Background: an optimization exercise with open tools, aiming at small area. Do not read the settings as production practice.
Only simulation tests tie the RTL to the original design; equivalence was not proved.
Power is estimated from default activity; no workload was simulated.

`flow/flow/run.sh`:
```
#!/bin/bash
# Standard synthesis, then the standard layout steps with two changes:
# the port buffers are the smallest buffer cell, and clock tree synthesis
# uses small clock buffers and adds no dummy loads.
set -uo pipefail
bash standard.sh synth > synth.log 2>&1 || exit 1
export BUFFER_PORTS_ARGS="-buffer_cell sky130_fd_sc_hd__buf_1"
export CTS_ARGS="-sink_clustering_enable -repair_clock_nets -dont_use_dummy_load -buf_list sky130_fd_sc_hd__clkbuf_4 -root_buf sky130_fd_sc_hd__clkbuf_4 -sink_clustering_size 20 -sink_clustering_max_diameter 100"
bash standard.sh finish > layout.log 2>&1
```
`flow/standard.sh`:
```
#!/bin/bash
# synth_recipe.tcl (not shown) runs the flow's synth.tcl, then flattens the netlist and writes it again
# the make line also repeats each setting of config.mk as NAME=value (left out here)
make -C /OpenROAD-flow-scripts/flow DESIGN_CONFIG=/design/flow/config.mk WORK_HOME=/design/flow/orfs CLKGATE_MAP_FILE= SYNTH_SCRIPT=/design/flow/synth_recipe.tcl "${@:-finish}"
```
`flow/config.mk`:
```
export PLATFORM = sky130hd
export DESIGN_NAME = calc_top
export DESIGN_NICKNAME = calc_top
export VERILOG_FILES = /design/flow/design.v
export SDC_FILE = /design/flow/constraint.sdc
export NUM_CORES = 4
export LEC_CHECK = 0
export ABC_AREA = 1
export CAP_MARGIN = 20
export CORE_MARGIN = 2
export CORE_UTILIZATION = 65
export PLACE_DENSITY = 0.8
export SLEW_MARGIN = 20
```
`flow/constraint.sdc`:
```
create_clock -name core_clock -period 10.0 [get_ports {clk_i}]
set_input_delay 2.0000 -clock core_clock [delete_from_list [all_inputs] [get_ports {clk_i}]]
set_output_delay 2.0000 -clock core_clock [all_outputs]
set_load 0.01 [all_outputs]
```
`flow/design.v`:
```
`timescale 1ns/1ns
package calc_cfg_pkg;
    localparam int DATA_W = 8;
    localparam int REG_DEPTH = 32;
    localparam int ADDR_W = $clog2(REG_DEPTH);
    localparam int SLOT_FIRST = 1;
    localparam int SLOT_LAST_BASE = 28;
    localparam int KEY_W = 4;
    localparam int LED_W = 16;
endpackage
`timescale 1ns/1ns
package calc_ctrl_pkg;
    typedef enum logic [4:0] {
        wait_a    = 5'd0,
        check_a   = 5'd1,
        error_a   = 5'd2,
        store_a   = 5'd3,
        read_a    = 5'd4,
        show_a    = 5'd5,
        wait_op   = 5'd6,
        check_op  = 5'd7,
        error_op  = 5'd8,
        hold_op   = 5'd9,
        wait_b    = 5'd10,
        check_b   = 5'd11,
        error_b   = 5'd12,
        store_b   = 5'd13,
        read_b    = 5'd14,
        show_b    = 5'd15,
        wait_ent  = 5'd16,
        check_ent = 5'd17,
        error_ent = 5'd18,
        load      = 5'd19,
        compute   = 5'd20,
        store_res = 5'd21,
        read_res  = 5'd22,
        show_res  = 5'd23,
        next      = 5'd24
    } calc_step_e;
    localparam logic [3:0] key_max_digit = 4'd9;
    localparam logic [3:0] key_enter = 4'd15;
    typedef enum logic [3:0] {
        op_add = 4'd10,
        op_sub = 4'd11,
        op_and = 4'd12,
        op_or  = 4'd13,
        op_xor = 4'd14
    } alu_op_e;
endpackage
`timescale 1ns/1ns
`timescale 1ns/1ns
`timescale 1ns/1ns
`timescale 1ns/1ns
module calc_top(clk_i, reset_i, key_i, key_valid_i, led_o, disp_we_o, disp_data_o);
  input clk_i;
  wire clk_i;
  input reset_i;
  wire reset_i;
  input [3:0] key_i;
  wire [3:0] key_i;
  input key_valid_i;
  wire key_valid_i;
  output [15:0] led_o;
  wire [15:0] led_o;
  output disp_we_o;
  wire disp_we_o;
  output [7:0] disp_data_o;
  wire [7:0] disp_data_o;
  wire _000_;
  wire _001_;
  wire _002_;
  wire _003_;
  wire _004_;
  wire _005_;
  wire _006_;
  wire _007_;
  wire _008_;
  wire _009_;
  wire _010_;
  wire _011_;
  wire _012_;
  wire _013_;
  wire _014_;
  wire _015_;
  wire _016_;
  wire _017_;
  wire _018_;
  wire _019_;
  wire _020_;
  wire _021_;
  wire _022_;
  wire _023_;
  wire _024_;
  wire _025_;
  wire _026_;
  wire _027_;
  wire _028_;
  wire _029_;
  wire _030_;
  wire _031_;
  wire _032_;
  wire _033_;
  wire _034_;
  wire _035_;
  wire _036_;
  wire _037_;
  wire _038_;
  wire _039_;
  wire _040_;
  wire _041_;
  wire _042_;
  wire _043_;
  wire _044_;
  wire _045_;
  wire _046_;
  wire _047_;
  wire _048_;
  wire _049_;
  wire _050_;
  wire _051_;
  wire _052_;
  wire _053_;
  wire _054_;
  wire _055_;
  wire _056_;
  wire _057_;
  wire _058_;
  wire _059_;
  wire _060_;
  wire _061_;
  wire _062_;
  wire _063_;
  wire _064_;
  wire _065_;
  wire _066_;
  wire _067_;
  wire _068_;
  wire _069_;
  wire _070_;
  wire _071_;
  wire _072_;
  wire _073_;
  wire _074_;
  wire _075_;
  wire _076_;
  wire _077_;
  wire _078_;
  wire _079_;
  wire _080_;
  wire _081_;
  wire _082_;
  wire _083_;
  wire _084_;
  wire _085_;
  wire _086_;
  wire _087_;
  wire _088_;
  wire _089_;
  wire _090_;
  wire _091_;
  wire _092_;
  wire _093_;
  wire _094_;
  wire _095_;
  wire _096_;
  wire _097_;
  wire _098_;
  wire _099_;
  wire _100_;
  wire _101_;
  wire _102_;
  wire _103_;
  wire _104_;
  wire _105_;
  wire _106_;
  wire _107_;
  wire _108_;
  wire _109_;
  wire _110_;
  wire _111_;
  wire _112_;
  wire _113_;
  wire _114_;
  wire _115_;
  wire _116_;
  wire _117_;
  wire _118_;
  wire _119_;
  wire _120_;
  wire _121_;
  wire _122_;
  wire _123_;
  wire _124_;
  wire _125_;
  wire _126_;
  wire _127_;
  wire _128_;
  wire _129_;
  wire _130_;
  wire _131_;
  wire _132_;
  wire _133_;
  wire _134_;
  wire _135_;
  wire _136_;
  wire _137_;
  wire _138_;
  wire _139_;
  wire _140_;
  wire _141_;
  wire [3:0] _142_;
  wire [3:0] _143_;
  reg [3:0] a_q;
  reg ent_q;
  reg [3:0] fill_q;
  wire is_a;
  wire is_next;
  wire is_op;
  wire key_load;
  reg [3:0] key_q;
  reg [2:0] op_q;
  wire op_shown;
  reg [3:0] \ring_q[0] ;
  reg [3:0] \ring_q[1] ;
  reg [3:0] \ring_q[2] ;
  reg [3:0] \ring_q[3] ;
  reg [3:0] \ring_q[4] ;
  reg [3:0] \ring_q[5] ;
  reg [3:0] \ring_q[6] ;
  reg [3:0] \ring_q[7] ;
  reg [3:0] \ring_q[8] ;
  reg [3:0] \ring_q[9] ;
  wire [4:0] s;
  wire [4:0] step_d;
  assign _111_ = 4'h2 >> { led_o[14], s[1] };
  assign _112_ = 4'h1 >> s[1:0];
  assign _113_ = 4'h8 >> { _112_, led_o[14] };
  assign _114_ = 4'h1 >> { _113_, _111_ };
  assign _115_ = 4'h1 >> { _114_, s[2] };
  assign _116_ = 4'h2 >> { _115_, led_o[14] };
  assign _117_ = 4'h8 >> { _111_, s[2] };
  assign is_op = 4'h4 >> { _117_, led_o[15] };
  assign _118_ = 4'h2 >> { is_op, s[2] };
  assign _119_ = 4'h8 >> s[1:0];
  assign _120_ = 4'h8 >> { _119_, _118_ };
  assign _121_ = 4'h1 >> { _120_, led_o[15] };
  assign _122_ = 4'h8 >> { _121_, _116_ };
  assign _123_ = 4'h8 >> { _117_, s[0] };
  assign step_d[3] = 4'he >> { _123_, _122_ };
  assign _124_ = 4'h8 >> fill_q[1:0];
  assign _125_ = 4'h8 >> { _124_, fill_q[2] };
  assign _126_ = 4'h1 >> { _125_, fill_q[3] };
  assign _127_ = 4'h8 >> { _125_, fill_q[3] };
  assign _143_[3] = 4'h1 >> { _127_, _126_ };
  assign _128_ = 4'h1 >> { _119_, _113_ };
  assign _129_ = 4'h2 >> { _128_, s[2] };
  assign is_next = 4'h8 >> led_o[15:14];
  assign _130_ = 4'h4 >> { _128_, s[2] };
  assign _131_ = 4'h1 >> { _130_, is_next };
  assign step_d[2] = 4'h4 >> { _131_, _129_ };
  assign _132_ = 4'h1 >> fill_q[1:0];
  assign _143_[1] = 4'h1 >> { _132_, _124_ };
  assign _133_ = 4'h1 >> { led_o[15], s[1] };
  assign _134_ = 4'h8 >> { _133_, led_o[14] };
  assign _135_ = 4'h1 >> { _134_, _115_ };
  assign _136_ = 4'h1 >> { _135_, s[0] };
  assign led_o[0] = 4'he >> { _136_, is_next };
  assign _137_ = 4'h1 >> { _119_, _112_ };
  assign _138_ = 4'h4 >> { _137_, led_o[0] };
  assign step_d[1] = 4'he >> { _138_, _134_ };
  assign _139_ = 4'h2 >> { is_next, _118_ };
  assign _140_ = 4'h2 >> { is_next, s[0] };
  assign _141_ = 4'h1 >> { _140_, key_valid_i };
  assign _002_ = 4'h4 >> { _141_, _139_ };
  assign _003_ = 4'h8 >> key_q[2:1];
  assign _004_ = 4'h8 >> { _003_, key_q[0] };
  assign _005_ = 4'h1 >> key_q[2:1];
  assign _006_ = 4'h4 >> { key_q[3], led_o[15] };
  assign _007_ = 4'h4 >> { _006_, _005_ };
  assign _008_ = 4'h8 >> { _007_, _111_ };
  assign _009_ = 4'h4 >> { _008_, _004_ };
  assign _010_ = 4'h2 >> { ent_q, led_o[15] };
  assign _011_ = 4'h1 >> { _010_, s[2] };
  assign _012_ = 4'h4 >> { _011_, _007_ };
  assign _013_ = 4'h2 >> { _012_, _140_ };
  assign _014_ = 4'h4 >> { _013_, _009_ };
  assign _015_ = 4'h2 >> { _014_, _135_ };
  assign step_d[0] = 4'h4 >> { _015_, _002_ };
  assign step_d[4] = 4'h1 >> { is_next, _121_ };
  assign _016_ = 4'h1 >> { _124_, fill_q[2] };
  assign _143_[2] = 4'h1 >> { _016_, _125_ };
  assign op_shown = 4'he >> { _116_, led_o[15] };
  assign _017_ = 4'h1 >> { is_next, op_q[1] };
  assign led_o[7] = 4'h2 >> { _017_, op_shown };
  assign _018_ = 4'h1 >> { is_next, op_q[0] };
  assign led_o[6] = 4'h2 >> { _018_, op_shown };
  assign led_o[12] = 4'he >> { is_next, s[1] };
  assign led_o[11] = 4'he >> { is_next, s[0] };
  assign _019_ = 4'h1 >> { a_q[2], op_q[0] };
  assign _020_ = 4'h8 >> { a_q[2], op_q[0] };
  assign _021_ = 4'h1 >> { _020_, op_q[2] };
  assign _022_ = 4'h4 >> { _021_, _019_ };
  assign _023_ = 4'h1 >> { _022_, key_q[2] };
  assign _024_ = 4'h8 >> { _022_, key_q[2] };
  assign _025_ = 4'h1 >> { a_q[0], op_q[0] };
  assign _026_ = 4'h8 >> { a_q[0], op_q[0] };
  assign _027_ = 4'h2 >> { _026_, key_q[0] };
  assign _028_ = 4'h4 >> { _027_, _025_ };
  assign _029_ = 4'h1 >> { a_q[1], op_q[0] };
  assign _030_ = 4'h8 >> { a_q[1], op_q[0] };
  assign _031_ = 4'h1 >> { _030_, _029_ };
  assign _032_ = 4'h8 >> { _031_, key_q[1] };
  assign _033_ = 4'h1 >> { _032_, _028_ };
  assign _034_ = 4'h1 >> { _031_, key_q[1] };
  assign _035_ = 4'h1 >> { _034_, op_q[2] };
  assign _036_ = 4'h4 >> { _035_, _033_ };
  assign _037_ = 4'h1 >> { _036_, _024_ };
  assign _038_ = 4'h1 >> { _037_, _023_ };
  assign _039_ = 4'h8 >> { _038_, key_q[3] };
  assign _040_ = 4'h8 >> { a_q[3], op_q[0] };
  assign _041_ = 4'h1 >> { a_q[3], op_q[0] };
  assign _042_ = 4'h1 >> { _041_, _040_ };
  assign _043_ = 4'h1 >> { _042_, _039_ };
  assign _044_ = 4'h8 >> s[2:1];
  assign _045_ = 4'h8 >> { _044_, led_o[15] };
  assign _046_ = 4'h2 >> { op_q[2], key_q[3] };
  assign _047_ = 4'h1 >> { _046_, _038_ };
  assign _048_ = 4'h2 >> { _047_, _045_ };
  assign disp_data_o[4] = 4'h4 >> { _048_, _043_ };
  assign _049_ = 4'h1 >> { _118_, led_o[15] };
  assign _050_ = 4'h1 >> { _049_, _134_ };
  assign is_a = 4'h8 >> { _050_, _133_ };
  assign _051_ = 4'h8 >> { fill_q[3], fill_q[1] };
  assign _052_ = 4'h4 >> { _051_, _050_ };
  assign _053_ = 4'h8 >> { _052_, \ring_q[0] [2] };
  assign _054_ = 4'h4 >> { _050_, _045_ };
  assign _055_ = 4'h8 >> { _054_, key_q[2] };
  assign _056_ = 4'h8 >> { a_q[2], key_q[2] };
  assign _057_ = 4'h4 >> op_q[2:1];
  assign _058_ = 4'h2 >> { _057_, _056_ };
  assign _059_ = 4'h1 >> { a_q[2], key_q[2] };
  assign _060_ = 4'h1 >> { _059_, _058_ };
  assign _061_ = 4'h1 >> { _060_, _036_ };
  assign _062_ = 4'h8 >> { _060_, _036_ };
  assign _063_ = 4'h4 >> { _057_, op_q[0] };
  assign _064_ = 4'h4 >> { _063_, _056_ };
  assign _065_ = 4'h2 >> { _064_, _045_ };
  assign _066_ = 4'h4 >> { _065_, _062_ };
  assign _067_ = 4'h4 >> { _066_, _061_ };
  assign _068_ = 4'h1 >> { _067_, _055_ };
  assign disp_data_o[2] = 4'hb >> { _068_, _053_ };
  assign _069_ = 4'h8 >> { _054_, key_q[1] };
  assign _070_ = 4'h8 >> { _052_, \ring_q[0] [1] };
  assign _071_ = 4'h4 >> { _028_, op_q[2] };
  assign _072_ = 4'h8 >> { a_q[1], key_q[1] };
  assign _073_ = 4'h4 >> { _072_, _057_ };
  assign _074_ = 4'h1 >> { a_q[1], key_q[1] };
  assign _075_ = 4'h1 >> { _074_, _073_ };
  assign _076_ = 4'h2 >> { _075_, _071_ };
  assign _077_ = 4'h4 >> { _075_, _071_ };
  assign _078_ = 4'h1 >> { _077_, _076_ };
  assign _079_ = 4'h2 >> { _072_, _063_ };
  assign _080_ = 4'h2 >> { _079_, _045_ };
  assign _081_ = 4'h4 >> { _080_, _078_ };
  assign _082_ = 4'h1 >> { _081_, _070_ };
  assign disp_data_o[1] = 4'hb >> { _082_, _069_ };
  assign _083_ = 4'h8 >> { _052_, \ring_q[0] [0] };
  assign _084_ = 4'h1 >> { _063_, a_q[0] };
  assign _085_ = 4'h2 >> { _084_, _045_ };
  assign _086_ = 4'h4 >> { _085_, _063_ };
  assign _087_ = 4'h1 >> { _086_, key_q[0] };
  assign _088_ = 4'h2 >> { _057_, key_q[0] };
  assign _089_ = 4'h2 >> { _088_, a_q[0] };
  assign _090_ = 4'h2 >> { _089_, _085_ };
  assign _091_ = 4'h2 >> { _090_, _050_ };
  assign _092_ = 4'h4 >> { _091_, _087_ };
  assign disp_data_o[0] = 4'he >> { _092_, _083_ };
  assign _093_ = 4'h1 >> { is_next, op_q[2] };
  assign led_o[8] = 4'h2 >> { _093_, op_shown };
  assign led_o[13] = 4'he >> { is_next, s[2] };
  assign _094_ = 4'h1 >> { is_a, _120_ };
  assign disp_we_o = 4'h2 >> { _094_, _140_ };
  assign disp_data_o[5] = 4'h8 >> { disp_data_o[4], op_q[0] };
  assign _095_ = 4'h8 >> { a_q[3], key_q[3] };
  assign _096_ = 4'h4 >> { _095_, _057_ };
  assign _097_ = 4'h1 >> { a_q[3], key_q[3] };
  assign _098_ = 4'h1 >> { _097_, _096_ };
  assign _099_ = 4'h1 >> { _098_, _038_ };
  assign _100_ = 4'h8 >> { _098_, _038_ };
  assign _101_ = 4'h2 >> { _095_, _063_ };
  assign _102_ = 4'h2 >> { _101_, _045_ };
  assign _103_ = 4'h4 >> { _102_, _100_ };
  assign _104_ = 4'h4 >> { _103_, _099_ };
  assign _105_ = 4'h8 >> { _052_, \ring_q[0] [3] };
  assign _106_ = 4'h8 >> { _054_, key_q[3] };
  assign _107_ = 4'h1 >> { _106_, _105_ };
  assign disp_data_o[3] = 4'hb >> { _107_, _104_ };
  assign _001_ = 4'h2 >> { _051_, is_next };
  assign _108_ = 4'h8 >> { key_i[0], key_i[1] };
  assign _109_ = 4'h8 >> { key_i[2], key_i[3] };
  assign _000_ = 4'h8 >> { _109_, _108_ };
  assign _110_ = 4'h4 >> { key_valid_i, s[0] };
  assign key_load = 4'h8 >> { _110_, _049_ };
  assign _142_[0] = 2'h1 >> fill_q[0];
  always @(posedge clk_i)
    if (is_a) a_q[0] <= key_q[0];
  always @(posedge clk_i)
    if (is_a) a_q[1] <= key_q[1];
  always @(posedge clk_i)
    if (is_a) a_q[2] <= key_q[2];
  always @(posedge clk_i)
    if (is_a) a_q[3] <= key_q[3];
  always @(posedge clk_i)
    if (key_load) key_q[0] <= key_i[0];
  always @(posedge clk_i)
    if (key_load) key_q[1] <= key_i[1];
  always @(posedge clk_i)
    if (key_load) key_q[2] <= key_i[2];
  always @(posedge clk_i)
    if (key_load) key_q[3] <= key_i[3];
  always @(posedge clk_i)
    if (is_next) \ring_q[9] [0] <= key_q[0];
  always @(posedge clk_i)
    if (is_next) \ring_q[9] [1] <= key_q[1];
  always @(posedge clk_i)
    if (is_next) \ring_q[9] [2] <= key_q[2];
  always @(posedge clk_i)
    if (is_next) \ring_q[9] [3] <= key_q[3];
  always @(posedge clk_i)
    if (is_next) \ring_q[8] [0] <= \ring_q[9] [0];
  always @(posedge clk_i)
    if (is_next) \ring_q[8] [1] <= \ring_q[9] [1];
  always @(posedge clk_i)
    if (is_next) \ring_q[8] [2] <= \ring_q[9] [2];
  always @(posedge clk_i)
    if (is_next) \ring_q[8] [3] <= \ring_q[9] [3];
  always @(posedge clk_i)
    if (is_next) \ring_q[7] [0] <= \ring_q[8] [0];
  always @(posedge clk_i)
    if (is_next) \ring_q[7] [1] <= \ring_q[8] [1];
  always @(posedge clk_i)
    if (is_next) \ring_q[7] [2] <= \ring_q[8] [2];
  always @(posedge clk_i)
    if (is_next) \ring_q[7] [3] <= \ring_q[8] [3];
  always @(posedge clk_i)
    if (is_next) \ring_q[6] [0] <= \ring_q[7] [0];
  always @(posedge clk_i)
    if (is_next) \ring_q[6] [1] <= \ring_q[7] [1];
  always @(posedge clk_i)
    if (is_next) \ring_q[6] [2] <= \ring_q[7] [2];
  always @(posedge clk_i)
    if (is_next) \ring_q[6] [3] <= \ring_q[7] [3];
  always @(posedge clk_i)
    if (is_next) \ring_q[5] [0] <= \ring_q[6] [0];
  always @(posedge clk_i)
    if (is_next) \ring_q[5] [1] <= \ring_q[6] [1];
  always @(posedge clk_i)
    if (is_next) \ring_q[5] [2] <= \ring_q[6] [2];
  always @(posedge clk_i)
    if (is_next) \ring_q[5] [3] <= \ring_q[6] [3];
  always @(posedge clk_i)
    if (is_next) \ring_q[4] [0] <= \ring_q[5] [0];
  always @(posedge clk_i)
    if (is_next) \ring_q[4] [1] <= \ring_q[5] [1];
  always @(posedge clk_i)
    if (is_next) \ring_q[4] [2] <= \ring_q[5] [2];
  always @(posedge clk_i)
    if (is_next) \ring_q[4] [3] <= \ring_q[5] [3];
  always @(posedge clk_i)
    if (is_next) \ring_q[3] [0] <= \ring_q[4] [0];
  always @(posedge clk_i)
    if (is_next) \ring_q[3] [1] <= \ring_q[4] [1];
  always @(posedge clk_i)
    if (is_next) \ring_q[3] [2] <= \ring_q[4] [2];
  always @(posedge clk_i)
    if (is_next) \ring_q[3] [3] <= \ring_q[4] [3];
  always @(posedge clk_i)
    if (is_next) \ring_q[2] [0] <= \ring_q[3] [0];
  always @(posedge clk_i)
    if (is_next) \ring_q[2] [1] <= \ring_q[3] [1];
  always @(posedge clk_i)
    if (is_next) \ring_q[2] [2] <= \ring_q[3] [2];
  always @(posedge clk_i)
    if (is_next) \ring_q[2] [3] <= \ring_q[3] [3];
  always @(posedge clk_i)
    if (is_next) \ring_q[1] [0] <= \ring_q[2] [0];
  always @(posedge clk_i)
    if (is_next) \ring_q[1] [1] <= \ring_q[2] [1];
  always @(posedge clk_i)
    if (is_next) \ring_q[1] [2] <= \ring_q[2] [2];
  always @(posedge clk_i)
    if (is_next) \ring_q[1] [3] <= \ring_q[2] [3];
  always @(posedge clk_i)
    if (is_next) \ring_q[0] [0] <= \ring_q[1] [0];
  always @(posedge clk_i)
    if (is_next) \ring_q[0] [1] <= \ring_q[1] [1];
  always @(posedge clk_i)
    if (is_next) \ring_q[0] [2] <= \ring_q[1] [2];
  always @(posedge clk_i)
    if (is_next) \ring_q[0] [3] <= \ring_q[1] [3];
  always @(posedge clk_i)
    if (is_op) op_q[0] <= key_q[0];
  always @(posedge clk_i)
    if (is_op) op_q[1] <= key_q[1];
  always @(posedge clk_i)
    if (is_op) op_q[2] <= key_q[2];
  always @(posedge clk_i, posedge reset_i)
    if (reset_i) fill_q[0] <= 1'h0;
    else if (_001_) fill_q[0] <= _142_[0];
  always @(posedge clk_i, posedge reset_i)
    if (reset_i) fill_q[1] <= 1'h0;
    else if (_001_) fill_q[1] <= _143_[1];
  always @(posedge clk_i, posedge reset_i)
    if (reset_i) fill_q[2] <= 1'h0;
    else if (_001_) fill_q[2] <= _143_[2];
  always @(posedge clk_i, posedge reset_i)
    if (reset_i) fill_q[3] <= 1'h0;
    else if (_001_) fill_q[3] <= _143_[3];
  reg \s_reg[0] ;
  always @(posedge clk_i, posedge reset_i)
    if (reset_i) \s_reg[0]  <= 1'h0;
    else \s_reg[0]  <= step_d[0];
  assign s[0] = \s_reg[0] ;
  reg \s_reg[1] ;
  always @(posedge clk_i, posedge reset_i)
    if (reset_i) \s_reg[1]  <= 1'h0;
    else \s_reg[1]  <= step_d[1];
  assign s[1] = \s_reg[1] ;
  reg \s_reg[2] ;
  always @(posedge clk_i, posedge reset_i)
    if (reset_i) \s_reg[2]  <= 1'h0;
    else \s_reg[2]  <= step_d[2];
  assign s[2] = \s_reg[2] ;
  reg \led_o_reg[14] ;
  always @(posedge clk_i, posedge reset_i)
    if (reset_i) \led_o_reg[14]  <= 1'h0;
    else \led_o_reg[14]  <= step_d[3];
  assign led_o[14] = \led_o_reg[14] ;
  reg \led_o_reg[15] ;
  always @(posedge clk_i, posedge reset_i)
    if (reset_i) \led_o_reg[15]  <= 1'h0;
    else \led_o_reg[15]  <= step_d[4];
  assign led_o[15] = \led_o_reg[15] ;
  always @(posedge clk_i)
    ent_q <= _000_;
  assign _143_[0] = _142_[0];
  assign _142_[3:1] = fill_q[3:1];
  assign s[4:3] = led_o[15:14];
  assign disp_data_o[7:6] = { disp_data_o[5], disp_data_o[5] };
  assign { led_o[10:9], led_o[5:1] } = { is_next, op_shown, is_next, is_next, is_next, is_next, is_next };
endmodule
```
==> impl_metrics.toml, run 1 <==
[run_status]
status = "complete, no violations"

[synth]
synth_top_flop_cell = "edfxtp_1"
post-synth-top-count-cell = "edfxtp_1"
synthArstFlopShare_pct = 14.8
synth_edf_count = 51
syn_avg_cell_area_um2 = 11.6
yosysTopAreaCell = "edfxtp_1"
synth.top_cells.by_area = "edfxtp_1 58%, dfrtp_1 8.6%, nand2_1 6.0%"
ys_types = 28
syn_inst = 226
syn_area_um2 = 2620
ys_ff_latch = 61
netlist_top_cells_count = "51 x edfxtp_1, 42 x nand2_1, 25 x inv_1"
synth_top_area_share_pct = 58.5
synth-seq-area-share_pct = 67.8
ys_warn_count = 1

[worst_setup_path]
critPathRequiredTime_ns = 8.00
cp_max_fo = 52
path_delay_family = "buffers and inverters"
slowest_stage = "dfrtp_1"
slowest_delay_ns = 0.53
path_cells = "nand2_2 -> inv_2 -> buf_4 -> nor2_1 -> o21a_1 -> buf_1"
crit_arrival_ns = 2.08
start_kind = "register"
worstSetupPathType = "register to primary output"
path_buf_inv = 3
crit_path_end_kind = "primary output"

[layout]
post-route-util_pct = 70.8
drive_gt1_share_pct = 9.38
largest_reg_flops = 40
nets = 269
n_antenna_cell = 0
syn_to_final_growth_pct = 6.55
regMostFlops = "ring_q"
finalNonFillerCells = 306

[sta]
fin_crit_sh_pct = 40.8
hold_violations = 0
max-slew-margin-rel_pct = 61.7
period_needed_ns = 4.08
setup_tns_ns = 0
max_freq_mhz = 245
setup_viol = 0
slew_violations = 0
fin_skew_ns = 0.0211
rsz0062_at_grt = "false"
worst_slew_pin_slew_ns = 0.574

[pwr]
ir_worst_vdd_v = 0.000171
p_comb_share_pct = 36.7
power.internal_uw = 476
swShare_pct = 38.5
power.switching_uw = 298
power_frac_seq_pct = 49.3
leakagePower_nw = 1.10
p_clk_share_pct = 14.0
power_density_nw_per_um2 = 277

[detailed_routing]
antenna_left = 0
drc_errors = 0
drtIter0Drc = 104
drt_wl_total_mm = 4.25
vias_per_cell = 5.28
vias = 1616
wl_per_cell_um = 13.9
drtPass1Iterations = 4

[die]
die_w_um = 67.5
die_y_um = 67.5
core_area_um2 = 3940
row_count = 23
ioPinCount = 32
dieArea_um2 = 4550
start_util_pct = 66.4

[placed_design]
gp_congestion = 0.873
dp.final_hpwl_mm = 3.02
port-buffer-count = 31
dp.cells = 297

[cts]
postCtsHoldBufs = 0
cts_tree = "built"
h-tree-depth = 3
cts_buffers = 9
clk_pin_slew_ns = 0.08
cts-resized-gates = 0
cts.sinks = 61
ctsRootBufferMaster = "clkbuf_4"
cts_setup_buffers = 0
insertion_delay_ns = 0.36
clk_path_buf_depth = 2

[grt]
antenna_found_initial = 0
grt_pass1_wl_mm = 6.64
grt_max_degree = 53
grt_pass1_vias = 1436
track_usage_pct = 21.3
grt_overflow_total = 0

[min_path]
hp-class = "register to register"

[job]
maxCapViolCount = 0
[path summary, 6_finish.rpt]
check	from	to	slack, ns	depth (start not counted)
setup / recovery	led_o_reg[15]	disp_we_o	5.92	6
hold / removal	ring_q[4][0]	ring_q[3][0]	0.40	0
setup reg to reg	led_o_reg[15]	fill_q[2]	8.05	5
hold reg to reg	ring_q[4][0]	ring_q[3][0]	0.40	0
max in group asynchronous	reset_i	fill_q[2]	8.13	2
min in group asynchronous	reset_i	led_o_reg[15]	1.57	2
[layer usage]
layer  share of wire [%]  GRT usage [%]  vias to the layer above
li1                    -              -                      818
met1                  47           29.8                      748
met5                   0              0                        -
met2                  46           30.4                       45
met3                 5.0           5.67                        5
met4                 1.4           11.7                        0
[placed cells by master, fill, tap and decap left out, drive strengths merged]
| cell type | synthesis | layout |
|---|---|---|
| a21oi | 8 | 8 |
| and2 | 1 | 1 |
| buf | 11 | 32 |
| clkbuf | 0 | 9 |
| dfrtp | 9 | 9 |
| dfxtp | 1 | 1 |
| edfxtp | 51 | 51 |
| ha | 4 | 4 |
| inv | 31 | 31 |
| mux2 | 1 | 1 |
| nand2 | 43 | 43 |
| nand3 | 11 | 11 |
| nand3b | 1 | 1 |
| nand4 | 2 | 2 |
| nor2 | 22 | 22 |
| nor3 | 3 | 3 |
| o211ai | 2 | 2 |
| o21a | 1 | 1 |
| o21ai | 19 | 19 |
| o221ai | 1 | 1 |
| xnor2 | 3 | 3 |
| xor2 | 1 | 1 |
[kinds of logic (layout without fill, tap and decap cells)]
group | after synthesis | count (layout) | share of synthesized area, %
buffers and inverters | 42 | 72 | 7.60
DFF | 61 | 61 | 67.8
adders and majority gates | 4 | 4 | 1.91
muxes | 1 | 1 | 0.430
xor gates and xnor gates | 4 | 4 | 1.34
and+or+nand+nor | 83 | 83 | 14.4
AOI/OAI and AO/OA | 31 | 31 | 6.50
[through the flow]
| step | total power, mW | instance area [µm²] | worst slack [ns] | hold slack (ns) |
|---|---|---|---|---|
| floorplan | 0.600 | 2620 | 6.48 | 0.400 |
| global placement | 0.658 | 2720 | 6.33 | 0.403 |
| detailed placement | 0.670 | 2720 | 6.30 | 0.405 |
| CTS | 0.780 | 2790 | 5.89 | 0.395 |
| global route | 0.831 | 2790 | 5.71 | 0.407 |
| finish | 0.773 | 2790 | 5.92 | 0.400 |
[final cells by class]
cell class | count | area, µm²
inverters | 31 | 116
well taps | 50 | 62.6
clock buffers | 9 | 67.6
repair buffers | 32 | 124
flip-flops and latches | 61 | 1780
fillers | 291 | 1150
multi-input cells | 123 | 643
[power groups by stage]
stage / combinational, mW / clock (mW) / sequential [mW]
after global placement: 0.273 / 0 / 0.385
final: 0.284 / 0.108 / 0.381
after floorplan: 0.224 / 0 / 0.376
after detailed placement: 0.284 / 0 / 0.386
after CTS: 0.284 / 0.114 / 0.381
after global routing: 0.321 / 0.122 / 0.388
==> run 2: changes to the inputs <==
==> flow/flow/run.sh (replaced) <==
#!/bin/bash
# Standard synthesis, then the standard layout steps with these changes:
#  - after floorplan, abc's buffers are removed and each logic cell is set to
#    the smallest drive of its family (placement repair upsizes where needed);
#  - the port buffers are the smallest buffer cell;
#  - clock tree synthesis uses small clock buffers and adds no dummy loads.
set -uo pipefail
HERE=$(pwd)
bash standard.sh synth > synth.log 2>&1 || exit 1
export REMOVE_ABC_BUFFERS=1
export POST_FLOORPLAN_TCL=$HERE/flow/downsize.tcl
export BUFFER_PORTS_ARGS="-buffer_cell sky130_fd_sc_hd__buf_1"
export CTS_ARGS="-sink_clustering_enable -repair_clock_nets -dont_use_dummy_load -buf_list sky130_fd_sc_hd__clkbuf_4 -root_buf sky130_fd_sc_hd__clkbuf_4 -sink_clustering_size 20 -sink_clustering_max_diameter 100"
bash standard.sh finish > layout.log 2>&1
==> flow/flow/downsize.tcl (new file) <==
# Swap each combinational cell for the smallest cell of the same family
# (same function, lower drive); later repair steps upsize where timing,
# slew or capacitance need it.
proc downsize_cells {} {
  set db [ord::get_db]
  set block [ord::get_db_block]
  set saved 0.0
  set n 0
  foreach inst [$block getInsts] {
    set m [$inst getMaster]
    set name [$m getName]
    if {![regexp {^sky130_fd_sc_hd__([a-z0-9]+)_([0-9]+)$} $name -> base drive]} { continue }
    if {[regexp {^(s?e?df|dl|tap|fill|decap|conb|diode|clkbuf|clkdly|dlygate|dlymetal|probe|lpflow)} $base]} { continue }
    set best $name
    set best_area [expr {[$m getWidth] * [$m getHeight]}]
    foreach lc [get_lib_cells */sky130_fd_sc_hd__${base}_*] {
      set cname [get_name $lc]
      if {![regexp "^sky130_fd_sc_hd__${base}_\[0-9\]+\$" $cname]} { continue }
      if {[get_property $lc dont_use]} { continue }
      set cm [$db findMaster $cname]
      if {$cm == "NULL"} { continue }
      set a [expr {[$cm getWidth] * [$cm getHeight]}]
      if {$a < $best_area} { set best $cname; set best_area $a }
    }
    if {$best ne $name} {
      set old [expr {[$m getWidth] * [$m getHeight]}]
      replace_cell [$inst getName] $best
      set saved [expr {$saved + ($old - $best_area) / 1e6}]
      incr n
    }
  }
  puts "downsize_cells: $n cells, [format %.2f $saved] um2 saved"
}
downsize_cells
==> run 2 against run 1 <==
  * Clock skew decreased by 0.011 ns
  * Worst hold slack gained 0.022 ns
  * Synthesized area stayed put
  * Largest cell class unchanged
  * Sequential cell count is the same
  * Final cell count fell by 0.33%
  * Combinational power decreased by 7.7%
  * Routed wire length decreased by 4.7%
  * Utilization is 1.2 points lower
  * Die area unchanged
  * First-iteration DRC count increased by 54%
==> impl_metrics.toml, run 2 <==
[run_status]
status = "complete, no violations"

[synth]
synth.top_cells.by_area = "edfxtp_1 58%, dfrtp_1 8.6%, nand2_1 6.0%"
syn_inst = 226
synth_edf_count = 51
synth_top_flop_cell = "edfxtp_1"
syn_area_um2 = 2620
synth_top_area_share_pct = 58.5
synthArstFlopShare_pct = 14.8
post-synth-top-count-cell = "edfxtp_1"
ys_warn_count = 1
ys_ff_latch = 61
netlist_top_cells_count = "51 x edfxtp_1, 42 x nand2_1, 25 x inv_1"
synth-seq-area-share_pct = 67.8
syn_avg_cell_area_um2 = 11.6
yosysTopAreaCell = "edfxtp_1"
ys_types = 28

[grt]
antenna_found_initial = 0
grt_pass1_wl_mm = 6.29
grt_pass1_vias = 1430
met3_usage_pct = 5.67
grt_max_degree = 53
track_usage_pct = 20.0
top_usage_layer = "met1"
grt_overflow_total = 0
grt_use_met1_pct = 28.7
globalRouteMet2Util_pct = 26.6

[pwr]
ir_worst_vdd_v = 0.000153
leakagePower_nw = 1.09
p_total_uw = 752
power_density_nw_per_um2 = 274

[die]
row_count = 23
start_util_pct = 66.4
die_w_um = 67.5
die_y_um = 67.5
dieArea_um2 = 4550
ioPinCount = 32
core_area_um2 = 3940

[layout]
regMostFlops = "ring_q"
post-route-util_pct = 69.6
drive_gt1_share_pct = 6.27
fin_area_um2 = 2740
nets = 268
n_antenna_cell = 0
final_cell_mix = "51 x edfxtp_1, 43 x nand2_1, 31 x buf_1"
syn_to_final_growth_pct = 4.73
final_common_cell = "edfxtp_1"
n_fill_cell = 274
largest_reg_flops = 40

[detailed_routing]
antenna_left = 0
drc_errors = 0
drtIter0Drc = 160
wl_per_cell_um = 13.3
drtPass1Iterations = 4
vias_per_cell = 5.38
vias = 1642
drt_wl_total_mm = 4.06

[worst_setup_path]
start_kind = "register"
critPathRequiredTime_ns = 8.00
crit_end = "disp_we_o"
r2r_end = "fill_q[2]"
crit_path_end_kind = "primary output"
reg2reg_setup_slack_ns = 7.84
rr_worst_depth = 4
cp_max_fo = 52
crit_arrival_ns = 2.26
worstSetupPathType = "register to primary output"
cp-startpoint = "led_o_reg[15]"
r2r_start = "led_o_reg[15]"

[sta]
rsz0062_at_grt = "false"
worst_slew_pin_slew_ns = 0.936
hold_violations = 0
setup_viol = 0
max_freq_mhz = 235
max-slew-margin-rel_pct = 37.5
slew_violations = 0
fin_crit_sh_pct = 42.6
fin_skew_ns = 0.0100
period_needed_ns = 4.26
setup_tns_ns = 0

[cts]
cts_setup_buffers = 0
ctsRootBufferMaster = "clkbuf_4"
postCtsHoldBufs = 0
cts_tree = "built"
clk_path_buf_depth = 2
h-tree-depth = 3
cts-resized-gates = 0
insertion_delay_ns = 0.36
cts_buffers = 9
cts.sinks = 61
clk_pin_slew_ns = 0.08

[placed_design]
placed_cell_area_um2 = 2680
dp.final_hpwl_mm = 2.81
port-buffer-count = 31
gp_congestion = 0.844

[min_path]
hp-class = "register to register"
worstHoldStart = "ring_q[5][2]"

[job]
maxCapViolCount = 0
## run 2: cell counts after synthesis
No cell type changed its count.
## run 2: logic make-up (layout without fill, tap and decap cells)
kind of cell / after synthesis / count (layout) / synth area share (%)
adders and majority gates: 4 / 4 / 1.91
AOI/OAI and AO/OA: 31 / 31 / 6.50
and+or+nand+nor: 83 / 83 / 14.4
buffers and inverters: 42 / 71 / 7.60
DFF: 61 / 61 / 67.8
muxes: 1 / 1 / 0.430
xor gates and xnor gates: 4 / 4 / 1.34
## run 2: layout make-up
cell class	instances	area [µm²]	area share (%)
timing repair buffer	31	116	4.24
clock buffer	9	67.6	2.46
sequential	61	1780	64.8
multi-input combinational	123	603	22.0
tap	50	62.6	2.28
inverter	31	116	4.24
## run 2: where the power goes
group          internal [mW]  total (mW)  switching, mW
Combinational         0.0824       0.262          0.179
Sequential             0.343       0.379         0.0362
Clock                 0.0418       0.111         0.0689
Total                  0.467       0.752          0.284
## run 2: how the worst min path moves through the flow
stage                               to  slack [ns]  cells after the start
after floorplan           ring_q[0][0]        0.40                      0
after global placement    ring_q[2][0]        0.40                      0
after detailed placement  ring_q[4][1]        0.41                      0
final                     ring_q[4][2]        0.42                      0
after global routing      ring_q[8][2]        0.42                      0
after CTS                 ring_q[1][1]        0.42                      0
## run 2: metal layers
layer | vias up | wire [µm]
met4 | 0 | 49
met3 | 4 | 222
li1 | 812 | -
met5 | - | 0
met2 | 61 | 1860
met1 | 765 | 1920
## run 2: worst max-delay path, stage by stage, from the launching register on
cell and delay [ns]:
dfrtp_1 0.47, nand2_1 0.24, inv_2 0.74, nor2_1 0.16
o21a_1 0.15, buf_1 0.12
## run 2: per-stage QoR
step	instances	worst slack (ns)	hold WS, ns
floorplan	215	6.31	0.400
global placement	296	6.19	0.403
detailed placement	296	6.12	0.405
CTS	305	5.72	0.420
global route	305	5.47	0.422
finish	305	5.74	0.422
==> run 3: changes to the inputs <==
--- a/flow/flow/run.sh
+++ b/flow/flow/run.sh
@@ -2,3 +2,4 @@
 # Standard synthesis, then the standard layout steps with these changes:
-#  - after floorplan, abc's buffers are removed and each logic cell is set to
+#  - after floorplan, abc's buffers are removed, the logic is remapped for area
+#    (restructure) and each logic cell is set to
 #    the smallest drive of its family (placement repair upsizes where needed);
@@ -10,3 +11,3 @@
 export REMOVE_ABC_BUFFERS=1
-export POST_FLOORPLAN_TCL=$HERE/flow/downsize.tcl
+export POST_FLOORPLAN_TCL=$HERE/flow/post_floorplan.tcl
 export BUFFER_PORTS_ARGS="-buffer_cell sky130_fd_sc_hd__buf_1"
==> flow/flow/post_floorplan.tcl (new file) <==
# After floorplan: remap the logic between registers and ports for area
# (OpenROAD's restructure, which runs abc), then set each logic cell to the
# smallest drive of its family; placement repair upsizes where needed.
set lib [lindex [glob $::env(PLATFORM_DIR)/lib/sky130_fd_sc_hd__tt_025C_1v80.lib] 0]
file mkdir $::env(OBJECTS_DIR)/restructure
restructure -target area -liberty_file $lib \
  -tielo_port sky130_fd_sc_hd__conb_1/LO -tiehi_port sky130_fd_sc_hd__conb_1/HI \
  -work_dir $::env(OBJECTS_DIR)/restructure
source [file join [file dirname [info script]] downsize.tcl]
==> run 3 against run 2 <==
  * Fmax decreased by 10%
  * Combinational power about the same
  * Sequential share of layout area increased by 2.2 points
  * Utilization decreased by 2.3 points
  * Routed wire length increased by 2.6%
  * Synthesized area unchanged
  * Sequential power about the same
  * Global-route usage increased by 0.51 points
  * Largest power group unchanged
==> impl_metrics.toml, run 3 <==
[run_status]
status = "complete, no violations"

[die]
row_count = 23
die_y_um = 67.5
die_w_um = 67.5
start_util_pct = 66.4
core_area_um2 = 3940
ioPinCount = 32
dieArea_um2 = 4550

[layout]
nets = 229
regMostFlops = "ring_q"
final_cell_mix = "51 x edfxtp_1, 31 x buf_1, 27 x clkinv_1"
n_antenna_cell = 0
final_common_cell = "edfxtp_1"
syn_to_final_growth_pct = 1.34
multi_input_area_um2 = 522
seq_area_um2 = 1780
drive_gt1_share_pct = 5.00
largest_reg_flops = 40
n_fill_cell = 282

[sta]
fin_crit_sh_pct = 47.5
period_needed_ns = 4.75
setup_viol = 0
timing.final.ws_setup_ns = 5.25
hold_violations = 0
fin_skew_ns = 0.0165
worst_slew_pin_slew_ns = 0.667
max-slew-margin-rel_pct = 55.2
slew_violations = 0
setup_tns_ns = 0
rsz0062_at_grt = "false"
max_freq_mhz = 211

[synth]
synth-simple-area-share_pct = 14.4
synth_compound_area_share_pct = 6.50
post-synth-top-count-cell = "edfxtp_1"
ys_types = 28
synth_top_area_share_pct = 58.5
synthArstFlopShare_pct = 14.8
muxShareOfSynthArea_pct = 0.430
ys_ff_latch = 61
synth_top_flop_cell = "edfxtp_1"
synth_top_family_by_area = "simple AND/OR/NAND/NOR gates"
netlist_top_cells_count = "51 x edfxtp_1, 42 x nand2_1, 25 x inv_1"
ys_warn_count = 1
synthAdderAreaFrac_pct = 1.91
syn_avg_cell_area_um2 = 11.6
synth_xor_area_share_pct = 1.34
synth.top_cells.by_area = "edfxtp_1 58%, dfrtp_1 8.6%, nand2_1 6.0%"
yosysTopAreaCell = "edfxtp_1"
syn_area_um2 = 2620
synth-seq-area-share_pct = 67.8
synth_edf_count = 51
syn_inst = 226

[worst_setup_path]
start_kind = "register"
critPathRequiredTime_ns = 8.00
worstSetupPathType = "register to primary output"
cp_max_fo = 7
crit_path_end_kind = "primary output"
crit_arrival_ns = 2.75

[pwr]
power.switching_uw = 284
swShare_pct = 37.7
power_frac_seq_pct = 50.5
p_clk_share_pct = 14.7
leakagePower_nw = 0.876
power_density_nw_per_um2 = 283
power.internal_uw = 469
p_comb_share_pct = 34.8
ir_worst_vdd_v = 0.000205

[cts]
insertion_delay_ns = 0.38
clk_path_buf_depth = 2
cts-resized-gates = 0
h-tree-depth = 3
postCtsHoldBufs = 0
cts_tree = "built"
cts_setup_buffers = 0
cts_buffers = 9
cts.sinks = 61
ctsRootBufferMaster = "clkbuf_4"
clk_pin_slew_ns = 0.09

[detailed_routing]
antenna_left = 0
vias_per_cell = 6.00
vias = 1621
drc_errors = 0
drt_wl_total_mm = 4.16
drtIter0Drc = 185
drtPass1Iterations = 5
wl_per_cell_um = 15.4

[grt]
antenna_found_initial = 0
grt_max_degree = 53
track_usage_pct = 20.5
grt_overflow_total = 0
grt_pass1_wl_mm = 6.30
grt_pass1_vias = 1333

[job]
maxCapViolCount = 0

[min_path]
hp-class = "register to register"

[placed_design]
port-buffer-count = 31
post-place-ws_ns = 5.76
gp_congestion = 1.03
dp.final_hpwl_mm = 2.76
-- run 3: path summary, 6_finish.rpt --
kind	startpoint	to	slack, ns	cells past startpoint
setup / recovery	op_q[0]	disp_data_o[3]	5.25	8
hold / removal	ring_q[6][2]	ring_q[5][2]	0.41	0
setup reg to reg	led_o_reg[15]	fill_q[2]	7.93	6
hold reg to reg	ring_q[6][2]	ring_q[5][2]	0.41	0
max in group asynchronous	reset_i	fill_q[1]	8.28	2
min in group asynchronous	reset_i	s_reg[1]	1.52	2
-- run 3: power by group through the flow --
stage	combinational [mW]	sequential, mW	clock [mW]
6_report	0.262	0.380	0.111
5_1_grt	0.293	0.385	0.126
4_1_cts	0.260	0.379	0.116
3_5_place_dp	0.259	0.384	0
3_3_place_gp	0.254	0.382	0
2_1_floorplan	0.202	0.378	0
-- run 3: final cells by class --
class	count	area share, %
timing repair buffer	32	4.67
clock buffer	9	2.55
sequential	61	66.9
inverter	27	3.82
tap	50	2.36
multi-input combinational	91	19.7
-- run 3: worst max-delay path, stage by stage (launching register included) --
cell       delay, ns
edfxtp_1        0.46
clkinv_1        0.17
a22oi_1         0.13
o22a_1          0.23
a211oi_1        0.34
o22ai_1         0.24
a2111oi_0       0.49
a221o_1         0.17
buf_1           0.14
-- run 3: kinds of logic (layout without fill, tap and decap cells) --
| logic type | count (synthesis) | in the layout |
|---|---|---|
| buffers and inverters | 42 | 68 |
| AND/OR/NAND/NOR | 83 | 47 |
| multiplexers | 1 | 0 |
| flip-flops | 61 | 61 |
| adder cells (fa/ha/maj) | 4 | 0 |
| AO/OA/AOI/OAI | 31 | 43 |
| XOR/XNOR | 4 | 1 |
-- run 3: layer usage --
metal / GRT usage (%) / up-vias / part of all wire, %
li1: - / 750 / -
met2: 27.8 / 85 / 46
met3: 4.50 / 14 / 6.9
met4: 15.3 / 0 / 3.1
met1: 29.0 / 772 / 44
met5: 0 / - / 0
-- run 3: through the flow --
step / utilization (%) / std cells / power, mW / area, µm² / hold slack [ns]
4_1_cts: 67.3 / 270 / 0.755 / 2650 / 0.416
3_5_place_dp: 65.6 / 261 / 0.643 / 2590 / 0.405
2_1_floorplan: - / 215 / 0.580 / 2540 / 0.400
5_1_grt: 67.3 / 270 / 0.804 / 2650 / 0.430
6_report: 67.3 / 270 / 0.752 / 2650 / 0.411
3_3_place_gp: 65.6 / 261 / 0.636 / 2590 / 0.402

[static timing again, ports no longer ideal]
The results above use ideal ports. As a check the final layouts listed here were re-extracted and re-timed, cells and wires unchanged.
Step 1: set_driving_cell puts a clkbuf_16 on clk_i and a buf_2 on each other input, an assumption about the parent block.
Step 2 moves the port delays by t, midway between the first and last clock arrival at a register: inputs arrive t later, outputs are due t later. That takes back most of the time a late clock gives input paths.
Slacks: ideal / step 1 / step 2; pairs: ideal / step 1.
run	t (ns)	setup slack, ns	worst register clock-pin slew, ns	worst slew at a driven data input, ns	cell pins on the clock port's net
run 1	0.377	5.916 / 5.894 / 6.270	0.09 / 0.09	0.03	1
run 2	0.382	5.745 / 5.721 / 6.103	0.09 / 0.09	0.03	1
run 3	0.397	5.254 / 5.230 / 5.627	0.09 / 0.09	0.03	1
After both steps setup and hold are still met in every run listed.
